This is an optimization exercise on Yosys and OpenROAD, whose aim is small area and a short achievable clock period, not a production implementation. The RTL was checked by simulation tests, not by an equivalence proof against the original design.

### flow/standard.sh
#!/bin/bash
# synth_recipe.tcl (not shown) runs the flow's synth.tcl, then flattens the netlist and writes it again
# the make line also repeats each setting of config.mk as NAME=value (left out here)
make -C /OpenROAD-flow-scripts/flow DESIGN_CONFIG=/design/flow/config.mk WORK_HOME=/design/flow/orfs CLKGATE_MAP_FILE= SYNTH_SCRIPT=/design/flow/synth_recipe.tcl "${@:-finish}"
### flow/config.mk
export PLATFORM = sky130hd
export DESIGN_NAME = fpmul_queue_wrapper
export DESIGN_NICKNAME = fpmul_queue_wrapper
export VERILOG_FILES = /design/flow/design.v
export SDC_FILE = /design/flow/constraint.sdc
export NUM_CORES = 4
export LEC_CHECK = 0
export CAP_MARGIN = 20
export CORE_MARGIN = 2
export CORE_UTILIZATION = 40
export SLEW_MARGIN = 20
export SYNTH_HIERARCHICAL = 1
### flow/design.v
module fpmul_queue_wrapper #(
  parameter int DW    = 32,
  parameter int DEPTH = 4,
  parameter int CNT_W = $clog2(DEPTH) + 1
) (
  input  logic          Clk,
  input  logic          Rst_n,
  input  logic [2:0]    A,
  input  logic          WE,
  input  logic          RE,
  input  logic [DW-1:0] InData,
  output logic [DW-1:0] OutData,
  output logic          irq,
  output logic          done_sig
);
  localparam int PW = $clog2(DEPTH);
  localparam logic [CNT_W-1:0] FULL = CNT_W'(DEPTH);
  localparam logic [8:0] E_ZERO   = 9'd0;
  localparam logic [8:0] E_ZERO_D = 9'd1;
  localparam logic [8:0] E_NAN_D  = 9'd509;
  localparam logic [8:0] E_INF    = 9'd510;
  localparam logic [8:0] E_NAN    = 9'd511;
  logic wr_opa, wr_opb, wr_ctrl, rd_pop, flush, err_clr;
  logic cmd_full, cmd_empty, res_empty, res_full, cmd_push, cmd_pop, res_push, res_pop;
  logic [DW-1:0]    opa_q, opb_q;
  logic             va_q, vb_q;
  logic             irq_en_q, ovf_q, unf_q;
  logic [PW-1:0]    cmd_rd_q, res_rd_q;
  logic [CNT_W-1:0] cmd_cnt_q, res_cnt_q;
  logic [2:0]       ph_q;
  logic             drop_q;
  assign wr_opa    = WE && (A == 3'd0);
  assign wr_opb    = WE && (A == 3'd1);
  assign wr_ctrl   = WE && (A == 3'd5);
  assign rd_pop    = RE && (A == 3'd2);
  assign flush     = wr_ctrl && InData[1];
  assign err_clr   = wr_ctrl && InData[0];
  assign cmd_full  = (cmd_cnt_q == FULL);
  assign cmd_empty = (cmd_cnt_q == '0);
  assign res_empty = (res_cnt_q == '0);
  assign res_full  = (res_cnt_q == FULL);
  assign cmd_push  = wr_opb && !cmd_full;
  assign res_pop   = rd_pop && !res_empty && !flush;
  assign cmd_pop   = (ph_q == 3'd1) && !flush;
  assign res_push  = (ph_q == 3'd7) && !flush;
  assign irq       = irq_en_q && !res_empty;
  assign done_sig  = res_push;
  logic [7:0]  ea, eb;
  logic [22:0] fa, fb;
  logic        a_z, b_z, a_m, b_m, a_fz, b_fz, nan_r, inf_r, zero_r, dnf;
  logic [8:0]  esum_in;
  logic [55:0] cmd_in;
  assign ea   = opa_q[30:23];
  assign eb   = InData[30:23];
  assign fa   = opa_q[22:0];
  assign fb   = InData[22:0];
  assign a_z  = !va_q || (ea == 8'h00);
  assign b_z  = (eb == 8'h00);
  assign a_m  = va_q && (ea == 8'hFF);
  assign b_m  = (eb == 8'hFF);
  assign a_fz = !va_q || (fa == '0);
  assign b_fz = (fb == '0);
  assign nan_r  = (a_m && !a_fz) || (b_m && !b_fz) || (a_m && b_z) || (b_m && a_z);
  assign inf_r  = a_m || b_m;
  assign zero_r = a_z || b_z;
  assign dnf    = (a_z && !a_fz) || (b_z && !b_fz);
  always_comb begin
    if (nan_r)       esum_in = dnf ? E_NAN_D : E_NAN;
    else if (inf_r)  esum_in = E_INF;
    else if (zero_r) esum_in = dnf ? E_ZERO_D : E_ZERO;
    else             esum_in = 9'(ea) + 9'(eb);
  end
  assign cmd_in = {(va_q && opa_q[31]) ^ InData[31], esum_in, fa, fb};
  logic [55:0] cmd_mem_q [DEPTH];
  logic [31:0] res_mem_q [DEPTH];
  logic [55:0] cmd_head;
  logic [31:0] res_head, res_in;
  logic [PW-1:0] cmd_wr, res_wr;
  assign cmd_wr   = cmd_rd_q + PW'(cmd_cnt_q);
  assign res_wr   = res_rd_q + PW'(res_cnt_q);
  logic [DEPTH-1:0] cmd_sel;
  fpmul_dec4 u_cdec (.a(cmd_rd_q), .y(cmd_sel));
  always_comb begin
    cmd_head = '0;
    for (int k = 0; k < DEPTH; k++)
      if (cmd_sel[k]) cmd_head = cmd_head | cmd_mem_q[k];
  end
  always_comb begin
    res_head = '0;
    for (int k = 0; k < DEPTH; k++)
      if (!res_empty && res_rd_q == PW'(k)) res_head = res_head | res_mem_q[k];
  end
  always_ff @(posedge Clk) begin
    if (cmd_push) cmd_mem_q[cmd_wr] <= cmd_in;
    if (res_push) res_mem_q[res_wr] <= res_in;
  end
  logic        sign_q;
  logic [8:0]  esum_q;
  logic [22:0] am_q, bm_q;
  logic [25:0] r_q;
  logic        s_q;
  logic [23:0] r_in;
  logic [27:0] sum;
  logic        ph0, ph1;
  assign ph0  = (ph_q == 3'd0);
  assign ph1  = (ph_q == 3'd1);
  assign r_in = ph1 ? 24'd0 : r_q[25:2];
  logic [23:0] mm, nr;
  logic [23:0] q0, q1, q2, q3;
  logic [26:0] s1, c1, s2, c2, s3, c3;
  assign mm = {1'b1, am_q};
  assign nr = ~(r_q[25:2] & {24{!ph1}});
  assign q0 = ~(mm & {24{bm_q[0]}});
  assign q1 = ~(mm & {24{bm_q[1]}});
  assign q2 = ~(mm & {24{bm_q[2]}});
  assign q3 = ~(mm & {24{bm_q[3]}});
  fpmul_hai u_r1h (.a(nr[0]), .b(q0[0]), .s(s1[0]), .co(c1[1]));
  for (genvar i = 1; i < 24; i++) begin : g_r1
    fpmul_fa u_fa (.a(nr[i]), .b(q0[i]), .c(q1[i-1]), .s(s1[i]), .co(c1[i+1]));
  end
  assign s1[24] = q1[23];
  assign c1[0]  = 1'b1;
  assign s1[26:25] = '1;
  assign c1[26:25] = '1;
  assign s2[0] = s1[0];
  fpmul_hai u_r2h (.a(s1[1]), .b(c1[1]), .s(s2[1]), .co(c2[2]));
  for (genvar i = 2; i < 25; i++) begin : g_r2
    fpmul_fa u_fa (.a(s1[i]), .b(c1[i]), .c(q2[i-2]), .s(s2[i]), .co(c2[i+1]));
  end
  assign s2[25] = q2[23];
  assign c2[1:0] = '1;
  assign s2[26] = 1'b1;
  assign c2[26] = 1'b1;
  assign s3[1:0] = s2[1:0];
  fpmul_hai u_r3h (.a(s2[2]), .b(c2[2]), .s(s3[2]), .co(c3[3]));
  for (genvar i = 3; i < 26; i++) begin : g_r3
    fpmul_fa u_fa (.a(s2[i]), .b(c2[i]), .c(q3[i-3]), .s(s3[i]), .co(c3[i+1]));
  end
  assign s3[26] = q3[23];
  assign c3[2:0] = '1;
  logic [23:0] cg, cp;
  for (genvar i = 0; i < 24; i++) begin : g_gp
    fpmul_ha u_gp (.a(s3[i+3]), .b(c3[i+3]), .s(cp[i]), .co(cg[i]));
  end
  always_comb begin
    logic [23:0] gg, pp;
    gg = {cg[23:1], cg[0] | cp[0]};
    pp = cp;
    for (int l = 0; l < 5; l++)
      for (int i = 0; i < 24; i++)
        if ((i + 1) % (2 << l) == 0) begin
          gg[i] = gg[i] | (pp[i] & gg[i - (1 << l)]);
          pp[i] = pp[i] & pp[i - (1 << l)];
        end
    for (int l = 3; l >= 0; l--)
      for (int i = 0; i < 24; i++)
        if ((i + 1) % (2 << l) == (1 << l) && i >= (2 << l)) begin
          gg[i] = gg[i] | (pp[i] & gg[i - (1 << l)]);
          pp[i] = pp[i] & pp[i - (1 << l)];
        end
    sum = {!gg[23], ~(cp ^ {gg[22:0], 1'b1}), ~s3[2:0]};
  end
  always_ff @(posedge Clk) begin
    if (ph0) begin
      sign_q <= cmd_head[55];
      esum_q <= cmd_head[54:46];
      am_q   <= cmd_head[45:23];
      bm_q   <= cmd_head[22:0];
    end else begin
      bm_q   <= {4'hF, bm_q[22:4]};
    end
    r_q <= sum[27:2];
    s_q <= (!ph1 && (s_q || (|r_q[1:0]))) || (|sum[1:0]);
  end
  logic        norm, g, st, rnd, cy;
  logic [22:0] frac_t, frac_r;
  logic [9:0]  e_r;
  logic        spec, s_nan, s_inf, s_dnf;
  always_comb begin
    norm   = r_q[25];
    frac_t = norm ? r_q[24:2] : r_q[23:1];
    g      = norm ? r_q[1] : r_q[0];
    st     = s_q || (norm && r_q[0]);
    rnd    = g && (st || frac_t[0]);
    {cy, frac_r} = {1'b0, frac_t} + 24'(rnd);
    e_r    = 10'(esum_q) + 10'(norm) + 10'(cy) - 10'd127;
    spec   = (esum_q == E_ZERO) || (esum_q == E_ZERO_D) || (esum_q == E_NAN_D) ||
             (esum_q == E_INF) || (esum_q == E_NAN);
    s_nan  = (esum_q == E_NAN) || (esum_q == E_NAN_D);
    s_inf  = (esum_q == E_INF);
    s_dnf  = (esum_q == E_ZERO_D) || (esum_q == E_NAN_D);
    if (spec) begin
      if (s_nan)      res_in = {1'b0, 8'hFF, 1'b1, 21'b0, s_dnf};
      else if (s_inf) res_in = {sign_q, 8'hFF, 23'b0};
      else            res_in = {sign_q, 8'h00, 22'b0, s_dnf};
    end else if (!e_r[9] && (e_r[8] || (e_r[7:0] == 8'hFF))) begin
      res_in = {sign_q, 8'hFF, 21'b0, 1'b1, 1'b0};           
    end else if (e_r[9] || (e_r[7:0] == 8'h00)) begin
      res_in = {sign_q, 8'h00, 21'b0, 1'b1, 1'b0};           
    end else begin
      res_in = {sign_q, e_r[7:0], frac_r};
    end
  end
  logic go;
  assign go = !cmd_empty && !res_full && !flush;
  always_ff @(posedge Clk or negedge Rst_n) begin
    if (!Rst_n) begin
      ph_q      <= 3'd0;
      drop_q    <= 1'b0;
      va_q      <= 1'b0;
      vb_q      <= 1'b0;
      irq_en_q  <= 1'b0;
      ovf_q     <= 1'b0;
      unf_q     <= 1'b0;
      cmd_rd_q  <= '0;
      cmd_cnt_q <= '0;
      res_rd_q  <= '0;
      res_cnt_q <= '0;
    end else begin
      case (ph_q)
        3'd0:    ph_q <= go ? 3'd1 : 3'd0;
        3'd6:    ph_q <= (drop_q || flush) ? 3'd0 : 3'd7;
        3'd7:    ph_q <= 3'd0;
        default: ph_q <= ph_q + 3'd1;
      endcase
      drop_q <= !ph0 && (drop_q || flush);
      if (wr_opa) va_q <= 1'b1;
      if (wr_opb) vb_q <= 1'b1;
      if (wr_ctrl) irq_en_q <= InData[2];
      ovf_q <= err_clr ? 1'b0 : (ovf_q | (wr_opb && cmd_full));
      unf_q <= err_clr ? 1'b0 : (unf_q | (rd_pop && res_empty));
      if (flush) begin
        cmd_rd_q  <= '0;
        cmd_cnt_q <= '0;
        res_rd_q  <= '0;
        res_cnt_q <= '0;
      end else begin
        cmd_rd_q  <= cmd_rd_q + PW'(cmd_pop);
        cmd_cnt_q <= cmd_cnt_q + CNT_W'(cmd_push) - CNT_W'(cmd_pop);
        res_rd_q  <= res_rd_q + PW'(res_pop);
        res_cnt_q <= res_cnt_q + CNT_W'(res_push) - CNT_W'(res_pop);
      end
    end
  end
  always_ff @(posedge Clk) begin
    if (wr_opa) opa_q <= InData;
    if (wr_opb) opb_q <= InData;
  end
  logic [31:0] rp;
  logic        r_ff, r_00, r_sp, busy;
  assign rp   = res_head;
  assign r_ff = (rp[30:23] == 8'hFF);
  assign r_00 = (rp[30:23] == 8'h00);
  assign r_sp = r_ff || r_00;
  assign busy = !ph0 || !cmd_empty;
  logic [31:0] rd_a, rd_b, rd_p, rd_f, rd_s, rd_c;
  logic [5:0]  sel;
  assign rd_a = opa_q;
  assign rd_b = opb_q;
  assign rd_p = {rp[31:2], rp[1:0] & {2{!r_sp}}};
  assign rd_f = {26'b0, r_ff && rp[1], r_00 && rp[1], r_ff && rp[22],
                 r_ff && !rp[22], r_sp && rp[0], r_00 && !res_empty};
  assign rd_s = DW'({8'b0, 8'(cmd_cnt_q), 8'(res_cnt_q), 3'b0,
                     irq_en_q, busy, cmd_full, ovf_q, unf_q});
  assign rd_c = DW'({irq_en_q, 2'b0});
  fpmul_adec u_adec (.a(A), .va(va_q), .vb(vb_q), .sel(sel));
  for (genvar i = 0; i < 32; i++) begin : g_out
    logic ta, tb, tp, tf, ts, tc;
    assign ta = !(sel[0] && rd_a[i]);
    assign tb = !(sel[1] && rd_b[i]);
    assign tp = !(sel[2] && rd_p[i]);
    assign tf = !(sel[3] && rd_f[i]);
    assign ts = !(sel[4] && rd_s[i]);
    assign tc = !(sel[5] && rd_c[i]);
    if (i == 2) begin : g_n6
      fpmul_nand6 u_n (.x({ta, tb, tp, tf, ts, tc}), .y(OutData[i]));
    end else if (i < 5) begin : g_n5
      fpmul_nand5 u_n (.x({ta, tb, tp, tf, ts}), .y(OutData[i]));
    end else if (i == 5) begin : g_n4f
      fpmul_nand4 u_n (.x({ta, tb, tp, tf}), .y(OutData[i]));
    end else if ((i >= 8 && i <= 10) || (i >= 16 && i <= 18)) begin : g_n4s
      fpmul_nand4 u_n (.x({ta, tb, tp, ts}), .y(OutData[i]));
    end else begin : g_n3
      fpmul_nand3 u_n (.x({ta, tb, tp}), .y(OutData[i]));
    end
  end
endmodule
module fpmul_fa (input logic a, b, c, output logic s, co);
  assign s  = a ^ b ^ c;
  assign co = (a & b) | (a & c) | (b & c);
endmodule
module fpmul_hai (input logic a, b, output logic s, co);
  assign s  = !(a ^ b);
  assign co = a | b;
endmodule
module fpmul_ha (input logic a, b, output logic s, co);
  assign s  = a ^ b;
  assign co = a & b;
endmodule
module fpmul_dec4 (input logic [1:0] a, output logic [3:0] y);
  assign y = 4'b0001 << a;
endmodule
module fpmul_adec (
  input  logic [2:0] a,
  input  logic       va,
  input  logic       vb,
  output logic [5:0] sel
);
  assign sel = {a == 3'd5, a == 3'd4, a == 3'd3, a == 3'd2,
                (a == 3'd1) && vb, (a == 3'd0) && va};
endmodule
module fpmul_nand3 (input logic [2:0] x, output logic y);
  assign y = !(&x);
endmodule
module fpmul_nand4 (input logic [3:0] x, output logic y);
  assign y = !(&x);
endmodule
module fpmul_nand5 (input logic [4:0] x, output logic y);
  assign y = !(&x);
endmodule
module fpmul_nand6 (input logic [5:0] x, output logic y);
  assign y = !(&x);
endmodule
### flow/constraint.sdc
create_clock -name core_clock -period 12.0 [get_ports {Clk}]
set_input_delay 2.4000 -clock core_clock [delete_from_list [all_inputs] [get_ports {Clk}]]
set_output_delay 2.4000 -clock core_clock [all_outputs]
set_load 0.01 [all_outputs]
### flow/flow/run.sh
#!/bin/bash
set -euo pipefail
CTS="-sink_clustering_enable -repair_clock_nets -dont_use_dummy_load"
CTS="$CTS -buf_list {sky130_fd_sc_hd__clkbuf_8 sky130_fd_sc_hd__clkbuf_16}"
CTS="$CTS -sink_clustering_size 20 -sink_clustering_max_diameter 100"
bash standard.sh SETUP_SLACK_MARGIN=6.0 "CTS_ARGS=$CTS" finish > standard.log 2>&1
==> results of run 1 <==
-- what timing repair did --
item,CTS,global route
gates resized for setup,150,54
endpoints found under the hold margin,0,0
endpoints found under the setup margin,37,151
pin swaps,16,13
setup buffers,19,9
cloned,5,1
-- sequential cells by signal, summed over array words and instances, names as in the netlist --
signal	count
ovf_q	1
sign_q	1
am_q	23
res_cnt_q	3
cmd_cnt_q	3
res_mem_q	128
bm_q	23
s_q	1
opb_q	32
esum_q	9
cmd_mem_q	224
va_q	1
opa_q	32
ph_q	3
unf_q	1
r_q	26
drop_q	1
res_rd_q	2
vb_q	1
cmd_rd_q	2
irq_en_q	1
-- Yosys stat by module, one instance, submodules excluded --
| module | flip-flops and latches | times used | cell area (um^2) | cells |
|---|---|---|---|---|
| fpmul_hai | 0 | 3 | 27.5 | 5 |
| fpmul_dec4 | 0 | 1 | 26.3 | 4 |
| fpmul_nand3 | 0 | 20 | 5.00 | 1 |
| fpmul_nand5 | 0 | 4 | 11.3 | 2 |
| fpmul_nand4 | 0 | 7 | 6.26 | 1 |
| fpmul_ha | 0 | 24 | 12.5 | 1 |
| fpmul_nand6 | 0 | 1 | 13.8 | 2 |
| fpmul_adec | 0 | 1 | 62.6 | 6 |
| fpmul_fa | 0 | 69 | 20.0 | 1 |
| fpmul_queue_wrapper | 518 | 1 | 21500 | 1646 |
-- layer usage --
layer | track usage | up-vias | share of wire
met1 | 0.279 | 7696 | 0.42
met5 | 0 | - | 0.00021
met4 | 0.0533 | 2 | 0.023
li1 | - | 6774 | -
met3 | 0.0179 | 85 | 0.058
met2 | 0.353 | 525 | 0.50
-- metrics by stage --
step	worst slack [ns]	std cells	cell area, um^2	util
2_1_floorplan	5.82	1801	23600	-
3_3_place_gp	4.57	2587	25300	0.436
3_5_place_dp	4.53	2587	25300	0.436
4_1_cts	5.80	2640	26400	0.455
5_1_grt	5.87	2650	26600	0.458
6_report	5.92	2650	26600	0.458
-- placed cells by master (no fill, tap or decap), drive strengths merged, types with 24 or more instances in the layout --
| master | Yosys | final |
|---|---|---|
| edfxtp | 449 | 449 |
| a222oi | 24 | 24 |
| clkbuf | 63 | 36 |
| buf | 19 | 84 |
| nor2 | 88 | 88 |
| a22oi | 113 | 113 |
| ha | 66 | 66 |
| nand4 | 28 | 28 |
| xnor2 | 37 | 37 |
| inv | 60 | 61 |
| dfxtp | 50 | 50 |
| nand2 | 349 | 349 |
| a21oi | 30 | 30 |
| clkdlybuf4s50 | 0 | 34 |
| fa | 73 | 73 |
| nand3 | 53 | 53 |
| xor2 | 30 | 30 |
| o21ai | 24 | 24 |
-- worst reg2reg max path, stage by stage (launching register included) --
cell and delay [ns]:
dfxtp_4 0.51, buf_6 0.29, nand2_1 0.16, a2111oi_2 0.32
buf_4 0.23, and3_1 0.24, and4b_1 0.28, nand3_1 0.15
ha_1 0.31, inv_1 0.06, ha_1 0.17, inv_1 0.07
fa_1 0.49, nand3b_1 0.23, xor2_1 0.17, or3_1 0.43
o41ai_4 0.55, or3b_4 0.36, o22ai_1 0.23
-- final cells by class --
cell class | instances | area (um^2)
tap | 765 | 957
timing repair buffer | 134 | 1300
inverter | 62 | 233
clock buffer | 29 | 726
sequential | 518 | 15000
fill | 5121 | 31400
multi-input combinational | 1142 | 8420
-- worst max-delay path by stage --
| stage | start | end | slack [ns] | depth (start not counted) |
|---|---|---|---|---|
| 2_1_floorplan | WE | cmd_mem_q[1][0] | 5.82 | 5 |
| 3_3_place_gp | A[2] | OutData[20] | 4.57 | 5 |
| 3_5_place_dp | A[2] | OutData[2] | 4.53 | 6 |
| 4_1_cts | A[2] | OutData[2] | 5.80 | 8 |
| 5_1_grt | A[0] | OutData[2] | 5.87 | 9 |
| 6_report | A[0] | OutData[2] | 5.92 | 9 |
-- cells by family after synthesis --
family,after synthesis,share of synthesized area
xor+xnor,67,0.0249
simple gates,639,0.124
fa+ha+maj,139,0.0970
compound gates,285,0.0914
buf+inv,144,0.0240
mux,9,0.00393
flops,518,0.635
==> impl_metrics.yaml, run 1 <==
critical_path:
  r2r_cells: 18
  r2r_start: "r_q[25]"
  r2r_slack_ns: 6.45
  path_max_fanout: 5
  crit_chain: "buf_12 -> nor4b_4 -> buf_4 -> buf_6 -> buf_16 -> nand2_2 -> and4_1 -> nand3_2 -> buf_6"
  cpMostUsedCell: "buf_6"
  worstSetupPathType: "in -> out"
  cp_slowest_cell: "nor4b_4"
  r2r-end: "res_mem_q[3][0]"
  endpoint_kind: "output port"
  critPathArrivalTime_ns: 3.68
  cp-start-kind: "input pin"
  critical_path.max_stage_delay_ns: 0.28
  crit_family: "buffers and inverters"
  required_ns: 9.60
  path_buf_inv: 5
floorplan:
  io_pins: 73
  die_area_mm2: 0.0609
  start_util: 0.406
  dieHeight_um: 247
  core_area_mm2: 0.0580
  chipWidth_um: 247
  num_rows: 88
run:
  cap_viol_max_count: 0
timing:
  skew_ns: 0.0425
  rsz0062_at_grt: "yes"
  fin_crit_sh: 0.506
  fin_setup_tns_ns: 0
  max_freq_mhz: 165
  slew_viol_final: 0
  setup_viol: 0
  slew_headroom: 0.297
  hold_viol_final: 0
  holdWs_ns: 0.471
  finalCriticalPeriod_ns: 6.08
  worst_pin_slew_ns: 1.05
drt:
  vias_per_cell: 5.69
  vias: 15082
  routed_wl_mm: 62.4
  ant_nets: 0
  drtIter0Drc: 1680
  wl_per_cell_um: 23.5
  drc: 0
  dr.pass1.iters: 6
global_routing:
  grt_pass1_vias: 15052
  gr-total-overflow: 0
  grt_first_pass_wirelength_mm: 94.1
  antenna_found_initial: 1
  grt_usage: 0.205
  grt_start_max_net_pins: 77
logic_synthesis:
  yosysTopAreaCell: "edfxtp_1"
  syn-mean-instance-area_um2: 13.1
  synthTopCellsByArea: "edfxtp_1 57%, fa_1 6.2%, nand2_1 5.6%"
  synth_seq_area_share: 0.635
  synth_cell_types: 74
  syn_nets: 1979
  async_flop_share: 0.0367
  yosysWarnings: 7
  ys_ff_latch: 518
  syn-cell-area_mm2: 0.0236
  yosysMostFrequentCell: "edfxtp_1"
  synth.top_cell.area_share: 0.572
  synth-edff-count: 449
  synth-main-ff-cell: "edfxtp_1"
  synth_commonest_cells: "449 x edfxtp_1, 349 x nand2_1, 113 x a22oi_1, 88 x nor2_1, 73 x fa_1"
  synthCells: 1801
finish:
  fin_nets: 2065
  n_antenna_cell: 0
  area_growth_syn_to_layout_pct: 12.9
  drive_gt1_frac: 0.110
placement:
  place_congestion: 0.835
  hpwl_mm: 40.6
  io_buffer_count: 72
cts:
  cts_num_sinks: 518
  path_clk_slew_ns: 0.08
  cts-hold-fix-buffers: 0
  numCtsBuffers: 29
  clk_latency_ns: 0.60
  cts_tree: "done"
  clock_path_buffers: 3
  root_buffer: "clkbuf_16"
  cts_htree_levels: 1
worst_hold_path:
  hp-start: "cmd_mem_q[2][20]"
  holdPathEnd: "bm_q[20]"
  min_path_cells: 2
  hold_class: "reg -> reg"
status:
  status: "complete, no violations"
==> run 2, diff against run 1 <==
--- a/flow/flow/run.sh
+++ b/flow/flow/run.sh
@@ -5,2 +5,3 @@
 CTS="$CTS -sink_clustering_size 20 -sink_clustering_max_diameter 100"
-bash standard.sh SETUP_SLACK_MARGIN=6.0 "CTS_ARGS=$CTS" finish > standard.log 2>&1
+bash standard.sh SETUP_SLACK_MARGIN=5.9 "CTS_ARGS=$CTS" \
+  "BUFFER_PORTS_ARGS=-buffer_cell sky130_fd_sc_hd__buf_2" finish > standard.log 2>&1
==> run 2 against run 1 <==
Sequential share of layout area is 1.6 points higher. Largest cell class unchanged. First-iteration DRC count decreased by 18%.
==> impl_metrics.yaml, run 2 <==
floorplan:
  io_pins: 73
  die_area_mm2: 0.0609
  dieHeight_um: 247
  start_util: 0.406
  num_rows: 88
  chipWidth_um: 247
  core_area_mm2: 0.0580
timing:
  fin_crit_sh: 0.507
  rsz0062_at_grt: "yes"
  setup_viol: 0
  fin_setup_tns_ns: 0
  skew_ns: 0.0637
  worst_pin_slew_ns: 1.01
  finalCriticalPeriod_ns: 6.08
  max_freq_mhz: 164
  hold_viol_final: 0
  slew_headroom: 0.328
  slew_viol_final: 0
drt:
  drc: 0
  vias_per_cell: 5.66
  ant_nets: 0
  dr.pass1.iters: 8
  drtIter0Drc: 1380
  vias: 14881
  wl_per_cell_um: 22.7
  routed_wl_mm: 59.7
logic_synthesis:
  yosysMostFrequentCell: "edfxtp_1"
  synth_cell_types: 74
  synthCells: 1801
  syn-cell-area_mm2: 0.0236
  async_flop_share: 0.0367
  synth_commonest_cells: "449 x edfxtp_1, 349 x nand2_1, 113 x a22oi_1, 88 x nor2_1, 73 x fa_1"
  ys_ff_latch: 518
  synthTopCellsByArea: "edfxtp_1 57%, fa_1 6.2%, nand2_1 5.6%"
  syn_nets: 1979
  synth-edff-count: 449
  synth_seq_area_share: 0.635
  syn-mean-instance-area_um2: 13.1
  synth-main-ff-cell: "edfxtp_1"
  synth.top_cell.area_share: 0.572
  yosysTopAreaCell: "edfxtp_1"
  yosysWarnings: 7
finish:
  largest_reg_flops: 224
  final_cell_mix: "449 x edfxtp_1, 349 x nand2_1, 113 x a22oi_1, 83 x nor2_1, 73 x fa_1"
  n_antenna_cell: 0
  fill_cells: 5192
  layout_commonest_cell: "edfxtp_1"
  drive_gt1_frac: 0.108
  max_flop_register: "cmd_mem_q"
  area_growth_syn_to_layout_pct: 9.66
  fin_nets: 2043
  largestRegisters: "cmd_mem_q (224), res_mem_q (128)"
worst_hold_path:
  hold_class: "reg -> reg"
placement:
  io_buffer_count: 72
  place_congestion: 0.857
  hpwl_mm: 39.5
cts:
  path_clk_slew_ns: 0.08
  cts_htree_levels: 1
  numCtsBuffers: 29
  cts_tree: "done"
  root_buffer: "clkbuf_16"
  cts_num_sinks: 518
  clk_latency_ns: 0.61
  clock_path_buffers: 3
  cts-hold-fix-buffers: 0
critical_path:
  critPathArrivalTime_ns: 3.68
  endpoint_kind: "output port"
  cp_slowest_cell: "nor4b_4"
  path_max_fanout: 11
  critical_path.max_stage_delay_ns: 0.38
  crit_chain: "buf_4 -> nor4b_4 -> buf_6 -> nand2_1 -> and4_1 -> nand3_1 -> buf_2"
  required_ns: 9.60
  worstSetupPathType: "in -> out"
  cp-start-kind: "input pin"
global_routing:
  grt_start_max_net_pins: 77
  grt_usage: 0.194
  antenna_found_initial: 2
  grt_pass1_vias: 14679
  grt_first_pass_wirelength_mm: 89.8
  gr-total-overflow: 0
run:
  cap_viol_max_count: 0
status:
  status: "complete, no violations"
run 2: cell counts after synthesis:
Identical to the previous run, type by type.
run 2: final cells by class:
type | instances | area [um^2] | area share
Tap cell | 765 | 957 | 0.0370
Sequential cell | 518 | 15000 | 0.579
Clock buffer | 29 | 726 | 0.0281
Multi-Input combinational cell | 1141 | 8250 | 0.319
Timing Repair Buffer | 113 | 714 | 0.0276
Inverter | 62 | 233 | 0.00901
run 2: final timing paths:
path / startpoint / end / slack, ns / cells after the start
setup reg to reg: r_q[25] / res_mem_q[3][0] / 6.22 / 18
min in group asynchronous: Rst_n / cmd_rd_q[1] / 1.78 / 1
setup / recovery: A[0] / OutData[2] / 5.92 / 7
max in group asynchronous: Rst_n / vb_q / 9.89 / 1
hold / removal: bm_q[14] / bm_q[10] / 0.48 / 2
hold reg to reg: bm_q[14] / bm_q[10] / 0.48 / 2
run 2: what timing repair did:
item,CTS,global route
endpoints found under the setup margin,32,122
resized for setup,11,10
pin swaps,3,6
setup buffers,2,10
cloned,1,1
hold endpoints to repair,0,0
run 2: critical path, delay by kind of cell:
family                 cells  cell delay (ns)
AND/OR/NAND/NOR            4             0.75
buffers and inverters      3             0.51
run 2: through the flow:
step	worst slack (ns)	instances	cell area [um^2]	hold slack [ns]	util
after floorplan	5.82	1801	23600	0.431	-
after global placement	5.19	2585	24900	0.464	0.429
after detailed placement	5.15	2585	24900	0.451	0.429
after CTS	5.90	2617	25700	0.479	0.443
after global routing	5.87	2628	25800	0.494	0.445
final	5.92	2628	25800	0.480	0.445
run 2: cell families after synthesis:
kind of cell               after synthesis  synth area share
DFF                                    518             0.635
AOI/OAI and AO/OA                      285            0.0914
and+or+nand+nor                        639             0.124
adders and majority gates              139            0.0970
buffers and inverters                  144            0.0240
muxes                                    9           0.00393
xor gates and xnor gates                67            0.0249
run 2: routing by layer:
layer | track usage | vias up | share of wire
met2 | 0.331 | 514 | 0.49
met1 | 0.265 | 7561 | 0.43
met3 | 0.0214 | 71 | 0.059
met4 | 0.0503 | 2 | 0.020
li1 | - | 6733 | -
met5 | 0 | - | 0.00022
run 2: modules after synthesis (local to each module, per instance):
module / flip-flops and latches / cells inside / area [um^2]
fpmul_queue_wrapper: 518 / 1646 / 21500
fpmul_adec: 0 / 6 / 62.6
fpmul_hai: 0 / 5 / 27.5
fpmul_dec4: 0 / 4 / 26.3
fpmul_fa: 0 / 1 / 20.0
fpmul_nand6: 0 / 2 / 13.8
fpmul_ha: 0 / 1 / 12.5
fpmul_nand5: 0 / 2 / 11.3
fpmul_nand4: 0 / 1 / 6.26
fpmul_nand3: 0 / 1 / 5.00
==> run 3, diff against run 2 <==
--- a/flow/flow/run.sh
+++ b/flow/flow/run.sh
@@ -4,3 +4,3 @@
 CTS="$CTS -buf_list {sky130_fd_sc_hd__clkbuf_8 sky130_fd_sc_hd__clkbuf_16}"
-CTS="$CTS -sink_clustering_size 20 -sink_clustering_max_diameter 100"
+CTS="$CTS -sink_clustering_size 26 -sink_clustering_max_diameter 110"
 bash standard.sh SETUP_SLACK_MARGIN=5.9 "CTS_ARGS=$CTS" \
==> run 3 against run 2 <==
Still clean. Flip-flop and latch count is the same. Largest cell class unchanged. Highest routed layer unchanged.
==> impl_metrics.yaml, run 3 <==
cts:
  root_buffer: "clkbuf_16"
  clock_path_buffers: 3
  cts_tree: "done"
  cts_num_sinks: 518
  cts_htree_levels: 1
  numCtsBuffers: 23
  path_clk_slew_ns: 0.10
  clk_latency_ns: 0.57
drt:
  drtIter0Drc: 1408
  ant_nets: 0
  wl_per_cell_um: 22.5
  drc: 0
  vias: 14744
  vias_per_cell: 5.63
  routed_wl_mm: 59.0
  dr.pass1.iters: 8
worst_hold_path:
  hold_class: "reg -> reg"
timing:
  fin_crit_sh: 0.506
  slew_viol_final: 0
  fin_setup_tns_ns: 0
  hold_viol_final: 0
  holdWs_ns: 0.478
  finalCriticalPeriod_ns: 6.07
  rsz0062_at_grt: "yes"
  slew_headroom: 0.331
  worst_pin_slew_ns: 1.00
  max_freq_mhz: 165
  skew_ns: 0.0201
  setup_viol: 0
logic_synthesis:
  synthTopCellsByArea: "edfxtp_1 57%, fa_1 6.2%, nand2_1 5.6%"
  syn_nets: 1979
  synth_commonest_cells: "449 x edfxtp_1, 349 x nand2_1, 113 x a22oi_1, 88 x nor2_1, 73 x fa_1"
  synth_cell_types: 74
  synthCells: 1801
  yosysTopAreaCell: "edfxtp_1"
  syn-mean-instance-area_um2: 13.1
  yosysMostFrequentCell: "edfxtp_1"
  synth-edff-count: 449
  synth_seq_area_share: 0.635
  synth.top_cell.area_share: 0.572
  syn-cell-area_mm2: 0.0236
  yosysWarnings: 7
  async_flop_share: 0.0367
  synth-main-ff-cell: "edfxtp_1"
  ys_ff_latch: 518
floorplan:
  num_rows: 88
  core_area_mm2: 0.0580
  die_area_mm2: 0.0609
  start_util: 0.406
  dieHeight_um: 247
  io_pins: 73
  chipWidth_um: 247
finish:
  layout_commonest_cell: "edfxtp_1"
  n_antenna_cell: 0
  largest_reg_flops: 224
  largestRegisters: "cmd_mem_q (224), res_mem_q (128)"
  area_growth_syn_to_layout_pct: 8.81
  final_cell_mix: "449 x edfxtp_1, 349 x nand2_1, 113 x a22oi_1, 83 x nor2_1, 73 x fa_1"
  fin_nets: 2034
  max_flop_register: "cmd_mem_q"
  drive_gt1_frac: 0.104
critical_path:
  required_ns: 9.60
  crit_chain: "buf_4 -> nor4b_4 -> buf_6 -> nand2_1 -> and4_1 -> nand3_1 -> buf_2"
  cp-start-kind: "input pin"
  cp_slowest_cell: "nor4b_4"
  path_max_fanout: 11
  worstSetupPathType: "in -> out"
  critPathArrivalTime_ns: 3.67
  endpoint_kind: "output port"
  critical_path.max_stage_delay_ns: 0.36
global_routing:
  grt_first_pass_wirelength_mm: 89.5
  antenna_found_initial: 2
  grt_start_max_net_pins: 77
  gr-total-overflow: 0
  grt_usage: 0.194
  grt_pass1_vias: 14600
placement:
  place_congestion: 0.857
  io_buffer_count: 72
  hpwl_mm: 39.5
status:
  status: "complete, no violations"
run:
  cap_viol_max_count: 0
## run 3: repair_timing
action / CTS / global route
resized for setup: 11 / 6
cloned: 1 / 0
endpoints found under the setup margin: 32 / 87
pin swaps: 3 / 4
hold endpoints to repair: 0 / 0
hold buffers: 0 / 0
setup buffers: 2 / 8
## run 3: path summary, 6_finish.rpt
| check | start | endpoint | cells past startpoint | slack [ns] |
|---|---|---|---|---|
| hold reg to reg | bm_q[12] | bm_q[8] | 2 | 0.48 |
| min in group asynchronous | Rst_n | cmd_rd_q[1] | 1 | 1.78 |
| setup / recovery | A[0] | OutData[2] | 7 | 5.93 |
| hold / removal | bm_q[12] | bm_q[8] | 2 | 0.48 |
| max in group asynchronous | Rst_n | res_cnt_q[1] | 1 | 9.90 |
| setup reg to reg | r_q[25] | res_mem_q[2][0] | 18 | 6.28 |
## run 3: per-module statistics from Yosys (local to each module, per instance)
| module | copies in the design | cells |
|---|---|---|
| fpmul_adec | 1 | 6 |
| fpmul_dec4 | 1 | 4 |
| fpmul_fa | 69 | 1 |
| fpmul_ha | 24 | 1 |
| fpmul_hai | 3 | 5 |
| fpmul_nand3 | 20 | 1 |
| fpmul_nand4 | 7 | 1 |
| fpmul_nand5 | 4 | 2 |
| fpmul_nand6 | 1 | 2 |
| fpmul_queue_wrapper | 1 | 1646 |
## run 3: logic make-up after synthesis
group | Yosys count | synth area share
adder cells (fa/ha/maj) | 139 | 0.0970
XOR/XNOR | 67 | 0.0249
AND/OR/NAND/NOR | 639 | 0.124
AO/OA/AOI/OAI | 285 | 0.0914
buffers and inverters | 144 | 0.0240
multiplexers | 9 | 0.00393
flip-flops | 518 | 0.635
## run 3: worst max-delay path, delay by kind of cell
family | cells | cell delay [ns]
and+or+nand+nor | 4 | 0.74
buffers and inverters | 3 | 0.51
## run 3: metrics by stage
step,instances,worst slack [ns],utilization,area [um^2]
2_1_floorplan,1801,5.82,-,23600
3_3_place_gp,2585,5.19,0.429,24900
3_5_place_dp,2585,5.15,0.429,24900
4_1_cts,2611,5.90,0.440,25600
5_1_grt,2619,5.83,0.442,25600
6_report,2619,5.93,0.442,25600
## run 3: area by class of cell
cell class	instances	area, um^2
clock buffer	23	576
fill	5228	32400
inverter	62	233
multi-input combinational	1140	8220
sequential	518	15000
tap	765	957
timing repair buffer	111	696
## run 3: layer usage
metal	routed length, um	vias to the layer above	share of wire	global-route usage
met2	29300	439	0.50	0.328
li1	-	6710	-	-
met5	13	-	0.00022	0
met4	1130	2	0.019	0.0523
met3	3000	57	0.051	0.0225
met1	25600	7536	0.43	0.265
==> run 4, diff against run 3 <==
--- a/flow/config.mk
+++ b/flow/config.mk
@@ -7,6 +7,6 @@
 export LEC_CHECK = 0
-export CAP_MARGIN = 20
+export CAP_MARGIN = 5
 export CORE_MARGIN = 2
 export CORE_UTILIZATION = 40
-export SLEW_MARGIN = 20
+export SLEW_MARGIN = 5
 export SYNTH_HIERARCHICAL = 1
==> run 4 against run 3 <==
Sequential share of layout area stayed put. Count of clock-buffer cells in the layout stayed put. Highest routed layer unchanged. Hold slack stayed put. Worst setup slack stayed put. Still clean.
==> impl_metrics.yaml, run 4 <==
status:
  status: "complete, no violations"
global_routing:
  antenna_found_initial: 2
  grt_first_pass_wirelength_mm: 89.5
  grt_pass1_vias: 14600
  gr-total-overflow: 0
  grt_usage: 0.194
  grt_start_max_net_pins: 77
critical_path:
  cp-start-kind: "input pin"
  cp_slowest_cell: "nor4b_4"
  r2r_cells: 18
  endpoint_kind: "output port"
  critical_path.max_stage_delay_ns: 0.36
  critPathArrivalTime_ns: 3.67
  required_ns: 9.60
  crit_chain: "buf_4 -> nor4b_4 -> buf_6 -> nand2_1 -> and4_1 -> nand3_1 -> buf_2"
  path_max_fanout: 11
  worstSetupPathType: "in -> out"
logic_synthesis:
  ys_ff_latch: 518
  async_flop_share: 0.0367
  synth_commonest_cells: "449 x edfxtp_1, 349 x nand2_1, 113 x a22oi_1, 88 x nor2_1, 73 x fa_1"
  synthCells: 1801
  synth-edff-count: 449
  muxShareOfSynthArea: 0.00393
  yosysWarnings: 7
  synth.top_cell.area_share: 0.572
  yosysMostFrequentCell: "edfxtp_1"
  synth_top_family_by_area: "simple AND/OR/NAND/NOR gates"
  synth-compound-area-share: 0.0914
  syn-cell-area_mm2: 0.0236
  synthSimpleGateAreaFrac: 0.124
  synth_cell_types: 74
  synth-xor-area-share: 0.0249
  synth_seq_area_share: 0.635
  syn-mean-instance-area_um2: 13.1
  synth-main-ff-cell: "edfxtp_1"
  yosysTopAreaCell: "edfxtp_1"
  yosys.area_share.adder: 0.0970
  synthTopCellsByArea: "edfxtp_1 57%, fa_1 6.2%, nand2_1 5.6%"
  syn_nets: 1979
cts:
  cts_num_sinks: 518
  clock_path_buffers: 3
  path_clk_slew_ns: 0.10
  clk_latency_ns: 0.57
  cts-hold-fix-buffers: 0
  root_buffer: "clkbuf_16"
  cts_tree: "done"
  cts_htree_levels: 1
  numCtsBuffers: 23
floorplan:
  num_rows: 88
  start_util: 0.406
  die_area_mm2: 0.0609
  dieHeight_um: 247
  io_pins: 73
  core_area_mm2: 0.0580
  chipWidth_um: 247
finish:
  drive_gt1_frac: 0.104
  layout.area.seq_mm2: 0.0150
  fin_nets: 2034
  layout_commonest_cell: "edfxtp_1"
  fin_cells: 2619
  final_cell_mix: "449 x edfxtp_1, 349 x nand2_1, 113 x a22oi_1, 83 x nor2_1, 73 x fa_1"
  fill_cells: 5228
  max_flop_register: "cmd_mem_q"
  area_growth_syn_to_layout_pct: 8.81
  final_area_mm2: 0.0256
  n_antenna_cell: 0
  largest_reg_flops: 224
  largestRegisters: "cmd_mem_q (224), res_mem_q (128)"
  multi_input_area_mm2: 0.00822
run:
  cap_viol_max_count: 0
timing:
  holdWs_ns: 0.478
  finalCriticalPeriod_ns: 6.07
  max_freq_mhz: 165
  rsz0062_at_grt: "yes"
  slew_viol_final: 0
  fin_ws_ns: 5.93
  fin_setup_tns_ns: 0
  skew_ns: 0.0201
  fin_crit_sh: 0.506
  worst_pin_slew_ns: 1.00
  slew_headroom: 0.331
  hold_viol_final: 0
  setup_viol: 0
worst_hold_path:
  hold_class: "reg -> reg"
  min_path_cells: 2
drt:
  dr.pass1.iters: 8
  drtIter0Drc: 1408
  route.met2.wl_mm: 29.3
  routed.top_layer: "met5"
  met1_length_mm: 25.6
  vias: 14744
  wl_per_cell_um: 22.5
  drc: 0
  wl_met3_mm: 3.00
  vias_per_cell: 5.63
  ant_nets: 0
  routed_wl_mm: 59.0
placement:
  place_congestion: 0.857
  place_area_mm2: 0.0249
  hpwl_mm: 39.5
  dpl.cell_count: 2585
  io_buffer_count: 72
  pre_cts_ws_ns: 5.15
-- run 4: cell counts in the layout (fill, tap and decap cells not counted) --
No cell type changed its count.
-- run 4: layer usage --
layer | vias to the layer above | global-route usage
met5 | - | 0
met4 | 2 | 0.0523
met3 | 57 | 0.0225
met2 | 439 | 0.328
met1 | 7536 | 0.265
li1 | 6710 | -
-- run 4: logic make-up after synthesis --
| family | count (synthesis) |
|---|---|
| AOI/OAI and AO/OA | 285 |
| xor gates and xnor gates | 67 |
| DFF | 518 |
| and+or+nand+nor | 639 |
| muxes | 9 |
| buffers and inverters | 144 |
| adders and majority gates | 139 |
-- run 4: final timing paths --
path / start / endpoint / slack (ns)
setup reg to reg: r_q[25] / res_mem_q[2][0] / 6.28
min in group asynchronous: Rst_n / cmd_rd_q[1] / 1.78
hold / removal: bm_q[12] / bm_q[8] / 0.48
hold reg to reg: bm_q[12] / bm_q[8] / 0.48
setup / recovery: A[0] / OutData[2] / 5.93
max in group asynchronous: Rst_n / res_cnt_q[1] / 9.90
-- run 4: metrics by stage --
step	utilization
6_report	0.442
3_3_place_gp	0.429
4_1_cts	0.440
5_1_grt	0.442
3_5_place_dp	0.429
2_1_floorplan	-
-- run 4: Yosys stat by module, one instance, submodules excluded --
| module | cell area, um^2 | flops+latches | cells |
|---|---|---|---|
| fpmul_nand5 | 11.3 | 0 | 2 |
| fpmul_hai | 27.5 | 0 | 5 |
| fpmul_dec4 | 26.3 | 0 | 4 |
| fpmul_nand4 | 6.26 | 0 | 1 |
| fpmul_nand6 | 13.8 | 0 | 2 |
| fpmul_fa | 20.0 | 0 | 1 |
| fpmul_ha | 12.5 | 0 | 1 |
| fpmul_queue_wrapper | 21500 | 518 | 1646 |
| fpmul_nand3 | 5.00 | 0 | 1 |
| fpmul_adec | 62.6 | 0 | 6 |
-- run 4: worst max-delay path: cells and delay by family --
kind	cells	cell delay [ns]
buf+inv	3	0.51
simple gates	4	0.74
-- run 4: cell type report --
| type | count | share of cell area |
|---|---|---|
| inverters | 62 | 0.00908 |
| well taps | 765 | 0.0373 |
| clock buffers | 23 | 0.0224 |
| multi-input cells | 1140 | 0.321 |
| flip-flops and latches | 518 | 0.583 |
| repair buffers | 111 | 0.0271 |
-- run 4: timing repair --
| action | in CTS | in global routing |
|---|---|---|
| setup buffers | 2 | 8 |
| endpoints found under the hold margin | 0 | 0 |
| gates resized for setup | 11 | 6 |
| cloned | 1 | 0 |
| setup endpoints to repair | 32 | 87 |
| pin swaps | 3 | 4 |
==> run 5, diff against run 4 <==
==> flow/flow/run.sh (replaced) <==
#!/bin/bash
set -euo pipefail
CTS="-sink_clustering_enable -repair_clock_nets -dont_use_dummy_load"
CTS="$CTS -buf_list {sky130_fd_sc_hd__clkbuf_8 sky130_fd_sc_hd__clkbuf_16}"
CTS="$CTS -sink_clustering_size 26 -sink_clustering_max_diameter 110"
bash standard.sh SETUP_SLACK_MARGIN=5.9 "CTS_ARGS=$CTS" finish > standard.log 2>&1
--- a/flow/config.mk
+++ b/flow/config.mk
@@ -7,6 +7,6 @@
 export LEC_CHECK = 0
-export CAP_MARGIN = 5
+export CAP_MARGIN = 20
 export CORE_MARGIN = 2
 export CORE_UTILIZATION = 40
-export SLEW_MARGIN = 5
+export SLEW_MARGIN = 20
 export SYNTH_HIERARCHICAL = 1
==> run 5 against run 4 <==
Count of clock-buffer cells in the layout did not move. Clock skew rose by 0.0099 ns. Largest cell class unchanged.
==> impl_metrics.yaml, run 5 <==
timing:
  slew_headroom: 0.296
  worst_pin_slew_ns: 1.06
  max_freq_mhz: 164
  fin_setup_tns_ns: 0
  fin_crit_sh: 0.507
  hold_viol_final: 0
  rsz0062_at_grt: "yes"
  setup_viol: 0
  skew_ns: 0.0300
  slew_viol_final: 0
  finalCriticalPeriod_ns: 6.09
drt:
  drc: 0
  routed.top_layer: "met5"
  dr.pass1.iters: 8
  vias_per_cell: 5.69
  met1_length_mm: 26.4
  ant_nets: 0
  vias: 14981
  route.met2.wl_mm: 30.8
  wl_met3_mm: 3.33
  wl_per_cell_um: 23.5
  routed_wl_mm: 62.0
  drtIter0Drc: 1625
finish:
  n_antenna_cell: 0
  multi_input_area_mm2: 0.00837
  max_flop_register: "cmd_mem_q"
  largest_reg_flops: 224
  drive_gt1_frac: 0.0883
  final_cell_mix: "449 x edfxtp_1, 344 x nand2_1, 113 x a22oi_1, 83 x nor2_1, 73 x fa_1"
  area_growth_syn_to_layout_pct: 11.6
  fin_nets: 2049
  fin_cells: 2634
  layout_commonest_cell: "edfxtp_1"
  post-route-util: 0.453
  fill_cells: 5152
  layout.area.seq_mm2: 0.0150
  largestRegisters: "cmd_mem_q (224), res_mem_q (128)"
logic_synthesis:
  syn_nets: 1979
  yosysTopAreaCell: "edfxtp_1"
  async_flop_share: 0.0367
  synth-edff-count: 449
  ys_ff_latch: 518
  synth-main-ff-cell: "edfxtp_1"
  synth_seq_area_share: 0.635
  synth_commonest_cells: "449 x edfxtp_1, 349 x nand2_1, 113 x a22oi_1, 88 x nor2_1, 73 x fa_1"
  yosysWarnings: 7
  synth_cell_types: 74
  synth.top_cell.area_share: 0.572
  syn-mean-instance-area_um2: 13.1
  syn-cell-area_mm2: 0.0236
  synthTopCellsByArea: "edfxtp_1 57%, fa_1 6.2%, nand2_1 5.6%"
  yosysMostFrequentCell: "edfxtp_1"
  synthCells: 1801
floorplan:
  core_area_mm2: 0.0580
  io_pins: 73
  num_rows: 88
  die_area_mm2: 0.0609
  dieHeight_um: 247
  start_util: 0.406
  chipWidth_um: 247
critical_path:
  crit_chain: "buf_12 -> nor4b_4 -> buf_4 -> buf_12 -> buf_8 -> nand2_1 -> and3_1 -> nand3_1 -> buf_2"
  endpoint_kind: "output port"
  path_max_fanout: 8
  cpMostUsedCell: "buf_12"
  critical_path.max_stage_delay_ns: 0.31
  critPathArrivalTime_ns: 3.69
  crit_family: "buffers and inverters"
  r2r_cells: 18
  worstSetupPathType: "in -> out"
  cp.depth: 9
  cp_slowest_cell: "nor4b_4"
  required_ns: 9.60
  cp-start-kind: "input pin"
  path_buf_inv: 5
placement:
  place_congestion: 0.835
  io_buffer_count: 72
  dpl.cell_count: 2587
  hpwl_mm: 40.6
cts:
  cts-hold-fix-buffers: 0
  cts_htree_levels: 1
  cts_tree: "done"
  root_buffer: "clkbuf_16"
  path_clk_slew_ns: 0.09
  numCtsBuffers: 23
  clock_path_buffers: 3
  clk_latency_ns: 0.57
  cts_num_sinks: 518
global_routing:
  grt_start_max_net_pins: 77
  gr-total-overflow: 0
  grt_pass1_vias: 14934
  grt_usage: 0.201
  antenna_found_initial: 1
  grt_first_pass_wirelength_mm: 92.7
run:
  cap_viol_max_count: 0
status:
  status: "complete, no violations"
worst_hold_path:
  min_path_cells: 2
  hold_class: "reg -> reg"
-- run 5: changes by cell type in the layout (fill, tap and decap cells not counted), moves of 4 or more --
| cell | change |
|---|---|
| nand3_2 | +4 |
| buf_4 | +7 |
| nand3_1 | -6 |
| buf_12 | +5 |
| nand2_1 | -5 |
| clkdlybuf4s50_1 | +35 |
| dlygate4sd2_1 | +23 |
| buf_2 | -67 |
-- run 5: what timing repair did --
item | in CTS | in global routing
pin swaps | 6 | 14
cloned | 2 | 3
setup endpoints to repair | 33 | 144
setup buffers | 11 | 8
resized for setup | 94 | 41
-- run 5: worst paths after layout --
kind,start,to,slack (ns)
max,A[0],OutData[1],5.91
min,bm_q[13],bm_q[9],0.48
max reg2reg,r_q[25],res_mem_q[0][3],6.31
min reg2reg,bm_q[13],bm_q[9],0.48
max in group asynchronous,Rst_n,res_cnt_q[1],9.02
min in group asynchronous,Rst_n,cmd_cnt_q[0],2.34
-- run 5: final cells by class --
class                      count  share of cell area
clock buffer                  23              0.0219
inverter                      62             0.00885
multi-input combinational   1142               0.318
sequential                   518               0.569
tap                          765              0.0364
timing repair buffer         124              0.0455
-- run 5: cell families after synthesis --
kind of cell | Yosys count | share of synthesized area
and+or+nand+nor | 639 | 0.124
DFF | 518 | 0.635
AOI/OAI and AO/OA | 285 | 0.0914
buffers and inverters | 144 | 0.0240
adders and majority gates | 139 | 0.0970
xor gates and xnor gates | 67 | 0.0249
muxes | 9 | 0.00393
-- run 5: Yosys stat by module, one instance, submodules excluded, excerpt --
module | cell area (um^2) | copies in the design | cells | flops+latches
fpmul_nand4 | 6.26 | 7 | 1 | 0
fpmul_adec | 62.6 | 1 | 6 | 0
fpmul_ha | 12.5 | 24 | 1 | 0
fpmul_nand3 | 5.00 | 20 | 1 | 0
fpmul_hai | 27.5 | 3 | 5 | 0
fpmul_dec4 | 26.3 | 1 | 4 | 0
-- run 5: layer usage --
metal  track usage  vias to the layer above
met3        0.0160                       64
met5             0                        -
met1         0.275                     7651
met4        0.0509                        2
li1              -                     6742
met2         0.346                      522
-- run 5: per-stage QoR --
stage               hold WS, ns  worst slack (ns)  cell area [um^2]
floorplan                 0.431              5.82             23600
global placement          0.457              4.57             25300
detailed placement        0.454              4.53             25300
CTS                       0.487              5.74             26000
global route              0.509              5.85             26300
finish                    0.480              5.91             26300
-- run 5: tightest hold or removal path, stage by stage (launching register included) --
cell,delay [ns]
dfxtp_1,0.31
nor2_1,0.09
a31oi_1,0.04
==> run 6, diff against run 5 <==
==> flow/flow/run.sh (replaced) <==
#!/bin/bash
set -euo pipefail
CTS="-sink_clustering_enable -repair_clock_nets -dont_use_dummy_load"
CTS="$CTS -buf_list {sky130_fd_sc_hd__clkbuf_8 sky130_fd_sc_hd__clkbuf_16}"
CTS="$CTS -sink_clustering_size 20 -sink_clustering_max_diameter 100"
bash standard.sh SETUP_SLACK_MARGIN=5.9 "CTS_ARGS=$CTS" finish > standard.log 2>&1
==> run 6 against run 5 <==
First-iteration DRC count increased by 2.9%. Worst setup slack improved by 0.012 ns.
==> impl_metrics.yaml, run 6 <==
timing:
  fin_crit_sh: 0.506
  skew_ns: 0.0404
  slew_viol_final: 0
  hold_viol_final: 0
  slew_headroom: 0.294
  setup_viol: 0
  worst_pin_slew_ns: 1.06
  fin_setup_tns_ns: 0
  finalCriticalPeriod_ns: 6.07
  max_freq_mhz: 165
  rsz0062_at_grt: "yes"
floorplan:
  dieHeight_um: 247
  io_pins: 73
  die_area_mm2: 0.0609
  num_rows: 88
  core_area_mm2: 0.0580
  chipWidth_um: 247
  start_util: 0.406
drt:
  wl_per_cell_um: 23.6
  routed.top_layer: "met5"
  met1_length_mm: 26.4
  route.met2.wl_mm: 31.1
  drc: 0
  drtIter0Drc: 1672
  vias_per_cell: 5.70
  ant_nets: 0
  dr.pass1.iters: 8
  wl_met3_mm: 3.61
  vias: 15036
  routed_wl_mm: 62.4
finish:
  fin_nets: 2055
  max_flop_register: "cmd_mem_q"
  area_growth_syn_to_layout_pct: 12.4
  fin_cells: 2640
  largestRegisters: "cmd_mem_q (224), res_mem_q (128)"
  n_antenna_cell: 0
  final_cell_mix: "449 x edfxtp_1, 343 x nand2_1, 113 x a22oi_1, 83 x nor2_1, 73 x fa_1"
  largest_reg_flops: 224
  drive_gt1_frac: 0.0928
  post-route-util: 0.456
  layout_commonest_cell: "edfxtp_1"
logic_synthesis:
  ys_ff_latch: 518
  yosysMostFrequentCell: "edfxtp_1"
  syn-mean-instance-area_um2: 13.1
  async_flop_share: 0.0367
  synth-main-ff-cell: "edfxtp_1"
  synth_seq_area_share: 0.635
  yosysWarnings: 7
  synthCells: 1801
  synth-edff-count: 449
  synth_commonest_cells: "449 x edfxtp_1, 349 x nand2_1, 113 x a22oi_1, 88 x nor2_1, 73 x fa_1"
  yosysTopAreaCell: "edfxtp_1"
  syn-cell-area_mm2: 0.0236
  synth.top_cell.area_share: 0.572
  synthTopCellsByArea: "edfxtp_1 57%, fa_1 6.2%, nand2_1 5.6%"
  synth_cell_types: 74
  syn_nets: 1979
cts:
  cts_tree: "done"
  clk_latency_ns: 0.61
  cts-hold-fix-buffers: 0
  cts_htree_levels: 1
  clock_path_buffers: 3
  path_clk_slew_ns: 0.08
  root_buffer: "clkbuf_16"
  numCtsBuffers: 29
  cts_num_sinks: 518
global_routing:
  grt_pass1_vias: 14919
  gr-total-overflow: 0
  grt_usage: 0.202
  antenna_found_initial: 1
  grt_start_max_net_pins: 77
  grt_first_pass_wirelength_mm: 92.9
critical_path:
  cpMostUsedCell: "nand2_4"
  cp-start-kind: "input pin"
  endpoint_kind: "output port"
  path_max_fanout: 9
  crit_chain: "clkdlybuf4s50_1 -> buf_6 -> nand2_4 -> nand2_4 -> inv_1 -> dlygate4sd2_1"
  worstSetupPathType: "in -> out"
  r2r_cells: 18
  critical_path.max_stage_delay_ns: 0.49
  cp_slowest_cell: "clkdlybuf4s50_1"
  required_ns: 9.60
  critPathArrivalTime_ns: 3.67
worst_hold_path:
  min_path_cells: 2
  hold_class: "reg -> reg"
placement:
  io_buffer_count: 72
  hpwl_mm: 40.6
  dpl.cell_count: 2587
  place_congestion: 0.835
status:
  status: "complete, no violations"
run:
  cap_viol_max_count: 0
## run 6: cell counts after synthesis
No cell type changed its count.
## run 6: path summary, 6_finish.rpt
check / startpoint / end / slack, ns
max: InData[1] / done_sig / 5.93
min: cmd_mem_q[2][20] / bm_q[20] / 0.47
max reg2reg: r_q[25] / res_mem_q[2][0] / 6.31
min reg2reg: cmd_mem_q[2][20] / bm_q[20] / 0.47
max in group asynchronous: Rst_n / res_cnt_q[2] / 9.01
min in group asynchronous: Rst_n / res_rd_q[0] / 2.35
## run 6: final cells by class
type	count	area (um^2)
tap	765	957
clock buffer	29	726
fill	5133	31500
inverter	62	233
sequential	518	15000
multi-input combinational	1142	8400
timing repair buffer	124	1210
## run 6: routing by layer
layer	global-route usage	vias up
met5	0	-
met4	0.0461	2
met3	0.0198	70
met2	0.349	548
met1	0.275	7660
li1	-	6756
## run 6: cell families after synthesis
logic type                 share of synthesized area
AOI/OAI and AO/OA                             0.0914
xor gates and xnor gates                      0.0249
adders and majority gates                     0.0970
buffers and inverters                         0.0240
DFF                                            0.635
muxes                                        0.00393
and+or+nand+nor                                0.124
## run 6: worst max-delay path, delay by kind of cell
family,cells,cell delay [ns]
simple gates,2,0.20
buf+inv,4,1.06
## run 6: metrics by stage
stage,cell area (um^2),setup WS (ns),hold slack (ns)
floorplan,23600,5.82,0.431
global placement,25300,4.57,0.457
detailed placement,25300,4.53,0.454
CTS,26200,5.74,0.466
global route,26500,5.87,0.496
finish,26500,5.93,0.471
## run 6: Yosys stat by module, one instance, submodules excluded, a selection
module	cells inside	area, um^2	copies in the design
fpmul_hai	5	27.5	3
fpmul_ha	1	12.5	24
fpmul_dec4	4	26.3	1
fpmul_fa	1	20.0	69
fpmul_nand4	1	6.26	7
fpmul_nand5	2	11.3	4
fpmul_queue_wrapper	1646	21500	1
fpmul_nand6	2	13.8	1
fpmul_adec	6	62.6	1
## run 6: what timing repair did
action                                  4_1_cts  5_1_grt
cloned                                        2        3
pin swaps                                     6       14
setup buffers                                11        8
gates resized for setup                      94       48
endpoints found under the setup margin       33      144
==> run 7, diff against run 6 <==
==> flow/flow/run.sh (replaced) <==
#!/bin/bash
set -euo pipefail
CTS="-sink_clustering_enable -repair_clock_nets -dont_use_dummy_load"
CTS="$CTS -buf_list {sky130_fd_sc_hd__clkbuf_8 sky130_fd_sc_hd__clkbuf_16}"
CTS="$CTS -sink_clustering_size 26 -sink_clustering_max_diameter 110"
bash standard.sh SETUP_SLACK_MARGIN=5.9 "CTS_ARGS=$CTS" \
  "BUFFER_PORTS_ARGS=-buffer_cell sky130_fd_sc_hd__buf_1" finish > standard.log 2>&1
==> run 7 against run 6 <==
Via count down 1.4%. Worst setup slack better by 0.037 ns. Global-route usage down 0.41 points. Synthesized cell count unchanged. Largest cell class unchanged. First-iteration DRC count down 26%.
==> impl_metrics.yaml, run 7 <==
status:
  status: "complete, no violations"
global_routing:
  grt_pass1_vias: 14741
  gr-total-overflow: 0
  grt_first_pass_wirelength_mm: 91.3
  antenna_found_initial: 1
  grt_usage: 0.197
  grt_start_max_net_pins: 77
logic_synthesis:
  async_flop_share: 0.0367
  yosysWarnings: 7
  synthTopCellsByArea: "edfxtp_1 57%, fa_1 6.2%, nand2_1 5.6%"
  syn-cell-area_mm2: 0.0236
  synth.top_cell.area_share: 0.572
  synth_cell_types: 74
  syn_nets: 1979
  synth_commonest_cells: "449 x edfxtp_1, 349 x nand2_1, 113 x a22oi_1, 88 x nor2_1, 73 x fa_1"
  yosysMostFrequentCell: "edfxtp_1"
  ys_ff_latch: 518
  synth-edff-count: 449
  syn-mean-instance-area_um2: 13.1
  synth_seq_area_share: 0.635
  synthCells: 1801
  synth-main-ff-cell: "edfxtp_1"
  yosysTopAreaCell: "edfxtp_1"
drt:
  routed_wl_mm: 59.6
  vias_per_cell: 5.65
  drc: 0
  ant_nets: 0
  vias: 14822
  drtIter0Drc: 1241
  dr.pass1.iters: 5
  wl_per_cell_um: 22.7
timing:
  fin_setup_tns_ns: 0
  skew_ns: 0.0479
  slew_viol_final: 0
  setup_viol: 0
  finalCriticalPeriod_ns: 6.04
  fin_ws_ns: 5.96
  hold_viol_final: 0
  rsz0062_at_grt: "yes"
  slew_headroom: 0.317
  max_freq_mhz: 166
  worst_pin_slew_ns: 1.02
  fin_crit_sh: 0.503
floorplan:
  io_pins: 73
  core_area_mm2: 0.0580
  die_area_mm2: 0.0609
  chipWidth_um: 247
  num_rows: 88
  start_util: 0.406
  dieHeight_um: 247
run:
  cap_viol_max_count: 0
critical_path:
  worstSetupPathType: "in -> out"
  cp-start-kind: "input pin"
  path_max_fanout: 12
  endpoint_kind: "output port"
  critPathArrivalTime_ns: 3.64
  required_ns: 9.60
finish:
  max_flop_register: "cmd_mem_q"
  largest_reg_flops: 224
  n_antenna_cell: 0
  largestRegisters: "cmd_mem_q (224), res_mem_q (128)"
  multi_input_area_mm2: 0.00823
  layout_commonest_cell: "edfxtp_1"
  fin_nets: 2040
  fill_cells: 5221
  layout.area.seq_mm2: 0.0150
  fin_cells: 2625
  drive_gt1_frac: 0.0753
  final_cell_mix: "449 x edfxtp_1, 349 x nand2_1, 113 x a22oi_1, 83 x nor2_1, 73 x fa_1"
  final_area_mm2: 0.0257
  area_growth_syn_to_layout_pct: 8.91
cts:
  numCtsBuffers: 24
  cts_num_sinks: 518
  clock_path_buffers: 3
  clk_latency_ns: 0.58
  cts_tree: "done"
  path_clk_slew_ns: 0.09
  cts_htree_levels: 1
  root_buffer: "clkbuf_16"
placement:
  io_buffer_count: 72
  pre_cts_ws_ns: 4.90
  dpl.cell_count: 2587
  place_congestion: 0.857
  hpwl_mm: 40.1
  place_area_mm2: 0.0248
worst_hold_path:
  hold_class: "reg -> reg"
-- run 7: cell types whose count changed in the layout (fill, tap and decap cells not counted), moves of 8 or more --
| cell | change |
|---|---|
| clkbuf_2 | +8 |
| buf_1 | +58 |
| dlygate4sd2_1 | -23 |
| clkdlybuf4s50_1 | -35 |
-- run 7: kinds of logic after synthesis --
family | synth area share
flip-flops | 0.635
buffers and inverters | 0.0240
multiplexers | 0.00393
AO/OA/AOI/OAI | 0.0914
adder cells (fa/ha/maj) | 0.0970
AND/OR/NAND/NOR | 0.124
XOR/XNOR | 0.0249
-- run 7: per-layer routing --
metal	GRT usage	up-vias	wire, um
met2	0.339	436	29800
li1	-	6722	-
met5	0	-	11
met3	0.0171	52	3140
met4	0.0415	2	952
met1	0.275	7610	25800
-- run 7: per-module statistics from Yosys (local to each module, per instance) --
| module | flops+latches | copies in the design | cell area, um^2 |
|---|---|---|---|
| fpmul_nand5 | 0 | 4 | 11.3 |
| fpmul_nand6 | 0 | 1 | 13.8 |
| fpmul_dec4 | 0 | 1 | 26.3 |
| fpmul_fa | 0 | 69 | 20.0 |
| fpmul_queue_wrapper | 518 | 1 | 21500 |
| fpmul_ha | 0 | 24 | 12.5 |
| fpmul_nand3 | 0 | 20 | 5.00 |
| fpmul_nand4 | 0 | 7 | 6.26 |
| fpmul_hai | 0 | 3 | 27.5 |
| fpmul_adec | 0 | 1 | 62.6 |
-- run 7: worst paths after layout --
| check | cells after the start | slack (ns) | endpoint | from |
|---|---|---|---|---|
| max reg2reg | 18 | 6.28 | res_mem_q[1][0] | r_q[25] |
| max | 8 | 5.96 | OutData[2] | A[1] |
| min in group asynchronous | 1 | 1.79 | res_rd_q[0] | Rst_n |
| min reg2reg | 2 | 0.48 | bm_q[12] | bm_q[16] |
| min | 2 | 0.48 | bm_q[12] | bm_q[16] |
| max in group asynchronous | 1 | 9.87 | va_q | Rst_n |
-- run 7: area by class of cell --
class                      instances  area share
tap                              765      0.0373
timing repair buffer             116      0.0269
sequential                       518       0.583
clock buffer                      24      0.0234
inverter                          62     0.00907
multi-input combinational       1140       0.321
-- run 7: timing repair --
item / in CTS / in global routing
gates cloned: 2 / 0
setup endpoints to repair: 33 / 23
setup buffers: 11 / 1
hold buffers: 0 / 0
pin swaps: 3 / 2
resized for setup: 16 / 16
-- run 7: worst max-delay path: stages --
cell and delay, ns:
buf_6 0.14, nor4b_4 0.26, buf_4 0.19, buf_6 0.15
nand2_1 0.06, and4_1 0.21, nand3_1 0.09, buf_2 0.14
-- run 7: through the flow --
stage           util  hold slack (ns)
6_report       0.442            0.481
3_5_place_dp   0.428            0.444
4_1_cts        0.442            0.477
5_1_grt        0.442            0.500
2_1_floorplan      -            0.431
3_3_place_gp   0.428            0.468

==> separate check: timing with driven ports <==
The flow's constraints put no driver on any port. The routed layouts listed below were extracted and timed again, unchanged, in two steps.
Step 1, drivers: a clkbuf_16 drives Clk and a buf_2 each remaining input, both assumed.
Step 2 also shifts input and output timing later by t, the mid clock arrival at the registers, as if the neighbouring blocks saw the same clock.
a / b / c = ideal / step 1 / step 2; a / b = the first two.
run | t, ns | setup slack, ns | worst setup path at the end | worst slew at a driven data input, ns | pins driven straight from the clock port
run 1 | 0.639 | 5.923 / 5.868 / 5.868 | input to output | 0.08 | 1
run 2 | 0.639 | 5.920 / 5.889 / 5.889 | input to output | 0.05 | 1
run 3 | 0.615 | 5.932 / 5.901 / 5.901 | input to output | 0.05 | 1
run 4 | 0.615 | 5.932 / 5.901 / 5.901 | input to output | 0.05 | 1
run 5 | 0.617 | 5.914 / 5.859 / 5.859 | input to output | 0.07 | 1
run 6 | 0.640 | 5.926 / 5.869 / 5.869 | input to output | 0.07 | 1
run 7 | 0.614 | 5.963 / 5.924 / 5.924 | input to output | 0.07 | 1
After both steps every run listed still meets setup and hold. For run 6, which loses most, drivers alone change the setup slack by -0.057 ns; drivers and shift together by -0.057 ns.
